This is an optimization exercise on Yosys and OpenROAD, whose aim is small area, not a production implementation.
Only simulation tests tie the RTL to the original design; equivalence was not proved.
Power figures rest on the tool's default switching activity, not on a simulated workload.

==> flow/design.v <==
module id_stage_pipe #(
    parameter int DATA_W     = 32,
    parameter int REG_ADDR_W = 5,
    parameter int SIG_W      = 32,
    parameter int LINK_REG   = 31,
    parameter int REGDST_BIT = 0,
    parameter int JAL_BIT    = 13,
    parameter int ZEXT_BIT   = 14
) (
    input  logic                  clk,
    input  logic                  rst,
    input  logic                  in_valid,
    output logic                  in_ready,
    input  logic [31:0]           in_pc,
    input  logic [31:0]           in_ir,
    input  logic [SIG_W-1:0]      in_signal,
    input  logic                  flush,
    input  logic                  wb_we,
    input  logic [REG_ADDR_W-1:0] wb_addr,
    input  logic [DATA_W-1:0]     wb_data,
    input  logic                  ex_load,
    input  logic [REG_ADDR_W-1:0] ex_dst,
    output logic                  hazard,
    output logic                  out_valid,
    input  logic                  out_ready,
    output logic [31:0]           out_pc,
    output logic [31:0]           out_ir,
    output logic [SIG_W-1:0]      out_signal,
    output logic [REG_ADDR_W-1:0] out_dst,
    output logic [REG_ADDR_W-1:0] out_r1_pos,
    output logic [REG_ADDR_W-1:0] out_r2_pos,
    output logic [DATA_W-1:0]     out_ext,
    output logic [DATA_W-1:0]     out_r1,
    output logic [DATA_W-1:0]     out_r2,
    output logic [DATA_W-1:0]     dbg_v0,
    output logic [DATA_W-1:0]     dbg_a0
);
    localparam int NREG = 1 << REG_ADDR_W;
    logic [DATA_W-1:0] regs [1:NREG-1];
    logic [DATA_W-1:0] wdata;
    logic              adv;
    logic [NREG-1:1] wen, hold;
    assign wdata = wb_data & {DATA_W{~rst}};
    for (genvar i = 1; i < NREG; i++) begin : g_reg
        logic [DATA_W-1:0] d;
        assign wen[i]  = rst || (wb_we && wb_addr == REG_ADDR_W'(i));
        assign hold[i] = !wen[i];
        for (genvar b = 0; b < DATA_W; b++) begin : g_b
            id_ao22 u_d (.a(wdata[b]), .sa(wen[i]), .b(regs[i][b]), .sb(hold[i]), .y(d[b]));
        end
        always_ff @(posedge clk)
            regs[i] <= d;
    end
    logic hit2, hit4;
    assign hit2 = wb_we && wb_addr == REG_ADDR_W'(2);
    assign hit4 = wb_we && wb_addr == REG_ADDR_W'(4);
    for (genvar b = 0; b < DATA_W; b++) begin : g_dbg
        id_ao22 u_v0 (.a(wb_data[b]), .sa(hit2), .b(regs[2][b]), .sb(!hit2), .y(dbg_v0[b]));
        id_ao22 u_a0 (.a(wb_data[b]), .sa(hit4), .b(regs[4][b]), .sb(!hit4), .y(dbg_a0[b]));
    end
    assign hazard   = in_valid && ex_load && (ex_dst != '0) &&
                      ((ex_dst == in_ir[25:21]) || (ex_dst == in_ir[20:16]));
    assign adv      = !out_valid || out_ready;
    assign in_ready = flush || (adv && !hazard);
    always_ff @(posedge clk) begin
        if (rst || flush)
            out_valid <= 1'b0;
        else if (adv)
            out_valid <= in_valid && !hazard;
    end
    logic [64+SIG_W-1:0] slot_q, slot_d, slot_in;
    assign slot_in = {in_pc, in_ir, in_signal};
    for (genvar b = 0; b < 64+SIG_W; b++) begin : g_slot
        id_ao22 u_d (.a(slot_in[b]), .sa(adv), .b(slot_q[b]), .sb(!adv), .y(slot_d[b]));
    end
    always_ff @(posedge clk)
        slot_q <= slot_d;
    assign {out_pc, out_ir, out_signal} = slot_q;
    assign out_r1_pos = out_ir[25:21];
    assign out_r2_pos = out_ir[20:16];
    assign out_dst    = out_signal[JAL_BIT]    ? REG_ADDR_W'(LINK_REG) :
                        out_signal[REGDST_BIT] ? out_ir[15:11] : out_ir[20:16];
    assign out_ext    = {{(DATA_W-16){out_ir[15] & ~out_signal[ZEXT_BIT]}}, out_ir[15:0]};
    logic [NREG-1:0] sel1, sel2;
    always_comb
        for (int i = 0; i < NREG; i++) begin
            sel1[i] = (out_r1_pos == REG_ADDR_W'(i)) && (i != 0);
            sel2[i] = (out_r2_pos == REG_ADDR_W'(i)) && (i != 0);
        end
    localparam int NGRP = (NREG - 2) / 3;
    for (genvar b = 0; b < DATA_W; b++) begin : g_bit
        logic [NREG-1:0] d;
        logic [NGRP:0]   n1, n2;
        for (genvar i = 1; i < NREG; i++) begin : g_in
            assign d[i] = regs[i][b];
        end
        assign d[0] = 1'b0;
        for (genvar g = 0; g < NGRP; g++) begin : g_grp
            id_aoi222 u1 (.a(d[3*g+3:3*g+1]), .s(sel1[3*g+3:3*g+1]), .y(n1[g]));
            id_aoi222 u2 (.a(d[3*g+3:3*g+1]), .s(sel2[3*g+3:3*g+1]), .y(n2[g]));
        end
        assign n1[NGRP] = ~(d[NREG-1] & sel1[NREG-1]);
        assign n2[NGRP] = ~(d[NREG-1] & sel2[NREG-1]);
        assign out_r1[b] = ~&n1;
        assign out_r2[b] = ~&n2;
    end
endmodule
module id_aoi222 (
    input  logic [2:0] a,
    input  logic [2:0] s,
    output logic       y
);
    assign y = ~|(a & s);
endmodule
module id_ao22 (
    input  logic a,
    input  logic sa,
    input  logic b,
    input  logic sb,
    output logic y
);
    assign y = (a & sa) | (b & sb);
endmodule
==> flow/config.mk <==
export PLATFORM = sky130hd
export DESIGN_NAME = id_stage_pipe
export DESIGN_NICKNAME = id_stage_pipe
export VERILOG_FILES = /design/flow/design.v
export SDC_FILE = /design/flow/constraint.sdc
export NUM_CORES = 4
export LEC_CHECK = 0
export CAP_MARGIN = 10
export CORE_MARGIN = 2
export CORE_UTILIZATION = 45
export SETUP_SLACK_MARGIN = 0.2
export SLEW_MARGIN = 10
export SYNTH_HIERARCHICAL = 1
export SYNTH_MINIMUM_KEEP_SIZE = 0
==> flow/constraint.sdc <==
create_clock -name core_clock -period 5.0 [get_ports {clk}]
set_input_delay 1.0000 -clock core_clock [delete_from_list [all_inputs] [get_ports {clk}]]
set_output_delay 1.0000 -clock core_clock [all_outputs]
set_load 0.01 [all_outputs]
standard.sh (not shown) runs the stock make flow with config.mk's settings and CLKGATE_MAP_FILE= SYNTH_SCRIPT=/design/flow/synth_recipe.tcl, a recipe that flattens the netlist after the stock synthesis.
==> flow/flow/run.sh <==
#!/bin/bash
# Layout flow: the standard ORFS flow (standard.sh) with two settings added.
# * Port buffers are sky130_fd_sc_hd__buf_1 cells (every input and output port still
#   gets its own buffer, as in the standard flow).
# * CTS clusters up to 24 sinks within 100 um and inserts no dummy loads.
# The full output of the run goes to standard.log; ORFS keeps each step's log under
# orfs/logs/.
set -euo pipefail
export BUFFER_PORTS_ARGS="-buffer_cell sky130_fd_sc_hd__buf_1"
export CTS_ARGS="-sink_clustering_enable -repair_clock_nets -dont_use_dummy_load -sink_clustering_size 24 -sink_clustering_max_diameter 100"
bash standard.sh > standard.log 2>&1
Next try:
--- a/flow/flow/run.sh
+++ b/flow/flow/run.sh
@@ -5 +5,2 @@
-# * CTS clusters up to 24 sinks within 100 um and inserts no dummy loads.
+# * CTS builds its tree from clkbuf_16 cells, clusters up to 16 sinks within 100 um
+#   behind a clkbuf_8 each, and inserts no dummy loads.
@@ -10 +11 @@
-export CTS_ARGS="-sink_clustering_enable -repair_clock_nets -dont_use_dummy_load -sink_clustering_size 24 -sink_clustering_max_diameter 100"
+export CTS_ARGS="-sink_clustering_enable -repair_clock_nets -dont_use_dummy_load -sink_clustering_size 16 -sink_clustering_max_diameter 100 -buf_list sky130_fd_sc_hd__clkbuf_16 -root_buf sky130_fd_sc_hd__clkbuf_16 -sink_clustering_buffer sky130_fd_sc_hd__clkbuf_8"
--- a/flow/config.mk
+++ b/flow/config.mk
@@ -8 +8 @@
-export CAP_MARGIN = 10
+export CAP_MARGIN = 5
@@ -10 +10 @@
-export CORE_UTILIZATION = 45
+export CORE_UTILIZATION = 55
@@ -12 +12 @@
-export SLEW_MARGIN = 10
+export SLEW_MARGIN = 5
=>
- The new run ran to the end with violations: negative setup slack
- fmax falls by a few percent
- clock power falls by a few percent
- non-clock buffer count rises by 2
- register-to-register slack got worse by 0.65 ns
- sequential share of layout area rises by 0.66 points
- global-route usage rises by 10 points
- first-iteration DRC count rises by about a fifth
- setup slack got worse by 0.24 ns
- combinational power hardly moves
Next try:
==> flow/flow/run.sh (replaced) <==
#!/bin/bash
# Layout flow: the standard ORFS flow (standard.sh) with two settings added.
# * Port buffers are sky130_fd_sc_hd__buf_1 cells (every input and output port still
#   gets its own buffer, as in the standard flow).
# * CTS clusters up to 20 sinks within 100 um and inserts no dummy loads.
# The full output of the run goes to standard.log; ORFS keeps each step's log under
# orfs/logs/.
set -euo pipefail
export BUFFER_PORTS_ARGS="-buffer_cell sky130_fd_sc_hd__buf_1"
export CTS_ARGS="-sink_clustering_enable -repair_clock_nets -dont_use_dummy_load -sink_clustering_size 20 -sink_clustering_max_diameter 100"
bash standard.sh > standard.log 2>&1
--- a/flow/config.mk
+++ b/flow/config.mk
@@ -8 +8 @@
-export CAP_MARGIN = 5
+export CAP_MARGIN = 20
@@ -10,3 +10,3 @@
-export CORE_UTILIZATION = 55
-export SETUP_SLACK_MARGIN = 0.2
-export SLEW_MARGIN = 5
+export CORE_UTILIZATION = 45
+export SETUP_SLACK_MARGIN = 0.25
+export SLEW_MARGIN = 20
Outcome: With this change the flow produced a clean layout; final cell count came out higher by 4.9%; count of clock-buffer cells in the layout came out lower by 18; worst setup slack gets better by 0.26 ns.
Next try:
==> flow/run.sh (new file) <==
#!/bin/bash
# synth_recipe.tcl (not shown) runs the flow's synth.tcl, then flattens the netlist and writes it again
# the make line also repeats each setting of config.mk as NAME=value (left out here)
make -C /OpenROAD-flow-scripts/flow DESIGN_CONFIG=/design/flow/config.mk WORK_HOME=/design/flow/orfs CLKGATE_MAP_FILE= SYNTH_SCRIPT=/design/flow/synth_recipe.tcl finish
--- a/flow/config.mk
+++ b/flow/config.mk
@@ -11 +11,3 @@
-export SETUP_SLACK_MARGIN = 0.25
+export CTS_CLUSTER_DIAMETER = 100
+export CTS_CLUSTER_SIZE = 20
+export SETUP_SLACK_MARGIN = 0.3
removed: flow/flow/run.sh
removed: flow/standard.sh
Result:
- setup slack got worse by 0.037 ns
- power is higher by 3.1%
- flip-flop and latch count is unchanged
- utilization grows by 3.1 points
- first-iteration DRC count grows by 14%
- synthesized cell count stays the same
Next try:
==> flow/flow/run.sh (new file) <==
#!/bin/bash
# Layout flow: the standard ORFS flow (standard.sh) with two settings added.
# * Port buffers are sky130_fd_sc_hd__buf_1 cells (every input and output port still
#   gets its own buffer, as in the standard flow).
# * CTS builds its tree from clkbuf_16 cells, clusters up to 16 sinks within 100 um
#   behind a clkbuf_8 each, and inserts no dummy loads.
# The full output of the run goes to standard.log; ORFS keeps each step's log under
# orfs/logs/.
set -euo pipefail
export BUFFER_PORTS_ARGS="-buffer_cell sky130_fd_sc_hd__buf_1"
export CTS_ARGS="-sink_clustering_enable -repair_clock_nets -dont_use_dummy_load -sink_clustering_size 16 -sink_clustering_max_diameter 100 -buf_list sky130_fd_sc_hd__clkbuf_16 -root_buf sky130_fd_sc_hd__clkbuf_16 -sink_clustering_buffer sky130_fd_sc_hd__clkbuf_8"
bash standard.sh > standard.log 2>&1
==> flow/standard.sh (new file) <==
#!/bin/bash
# synth_recipe.tcl (not shown) runs the flow's synth.tcl, then flattens the netlist and writes it again
# the make line also repeats each setting of config.mk as NAME=value (left out here)
make -C /OpenROAD-flow-scripts/flow DESIGN_CONFIG=/design/flow/config.mk WORK_HOME=/design/flow/orfs CLKGATE_MAP_FILE= SYNTH_SCRIPT=/design/flow/synth_recipe.tcl "${@:-finish}"
--- a/flow/config.mk
+++ b/flow/config.mk
@@ -8 +8 @@
-export CAP_MARGIN = 20
+export CAP_MARGIN = 5
@@ -10,5 +10,3 @@
-export CORE_UTILIZATION = 45
-export CTS_CLUSTER_DIAMETER = 100
-export CTS_CLUSTER_SIZE = 20
-export SETUP_SLACK_MARGIN = 0.3
-export SLEW_MARGIN = 20
+export CORE_UTILIZATION = 50
+export SETUP_SLACK_MARGIN = 0.2
+export SLEW_MARGIN = 5
removed: flow/run.sh
=> Setup slack is worse by 0.048 ns; clock power falls by 14%; cell area went down by 7.2%; sequential power stays flat; worst hold slack hardly moves; sequential cell count does not change; die area is lower by 9.9%; power came out lower by 5.5%; routed wire length increases by 2.5%; via count went up by 2.0%; cell count is lower by 3.3%.

[port drivers added, routing unchanged]
The flow's constraints put no driver on any port. The routed layouts listed below were extracted and timed again, unchanged, in two steps. Step 1 assumes that a clkbuf_16 drives the clock port and a buf_2 every other input. Step 2 adds t to the input delays and takes it off the output delays; t is the mean of the earliest and latest rising clock arrival at the registers after step 1. Input paths then give back, and output paths get back, about the clock's delay inside the block. Three values: ideal, step 1, step 2; two values: the first two.
| run | t (ns) | slack for setup (ns) | worst hold slack (ns) | latest minus earliest clock arrival (ns) | worst register clock-pin slew, ns |
|---|---|---|---|---|---|
| the first run | 0.719 | 0.133 / 0.055 / 0.522 | 0.480 / 0.480 / 0.480 | 0.058 / 0.058 | 0.10 / 0.10 |
| the second run | 0.684 | -0.105 / -0.175 / 0.509 | 0.470 / 0.470 / 0.470 | 0.079 / 0.079 | 0.12 / 0.12 |
| the third run | 0.746 | 0.155 / 0.075 / 0.570 | 0.479 / 0.473 / 0.479 | 0.063 / 0.063 | 0.09 / 0.09 |
| the fourth run | 0.767 | 0.118 / 0.048 / 0.400 | 0.482 / 0.482 / 0.482 | 0.044 / 0.044 | 0.09 / 0.09 |
| the fifth run | 0.679 | 0.070 / -0.003 / 0.609 | 0.480 / 0.480 / 0.480 | 0.090 / 0.090 | 0.12 / 0.12 |
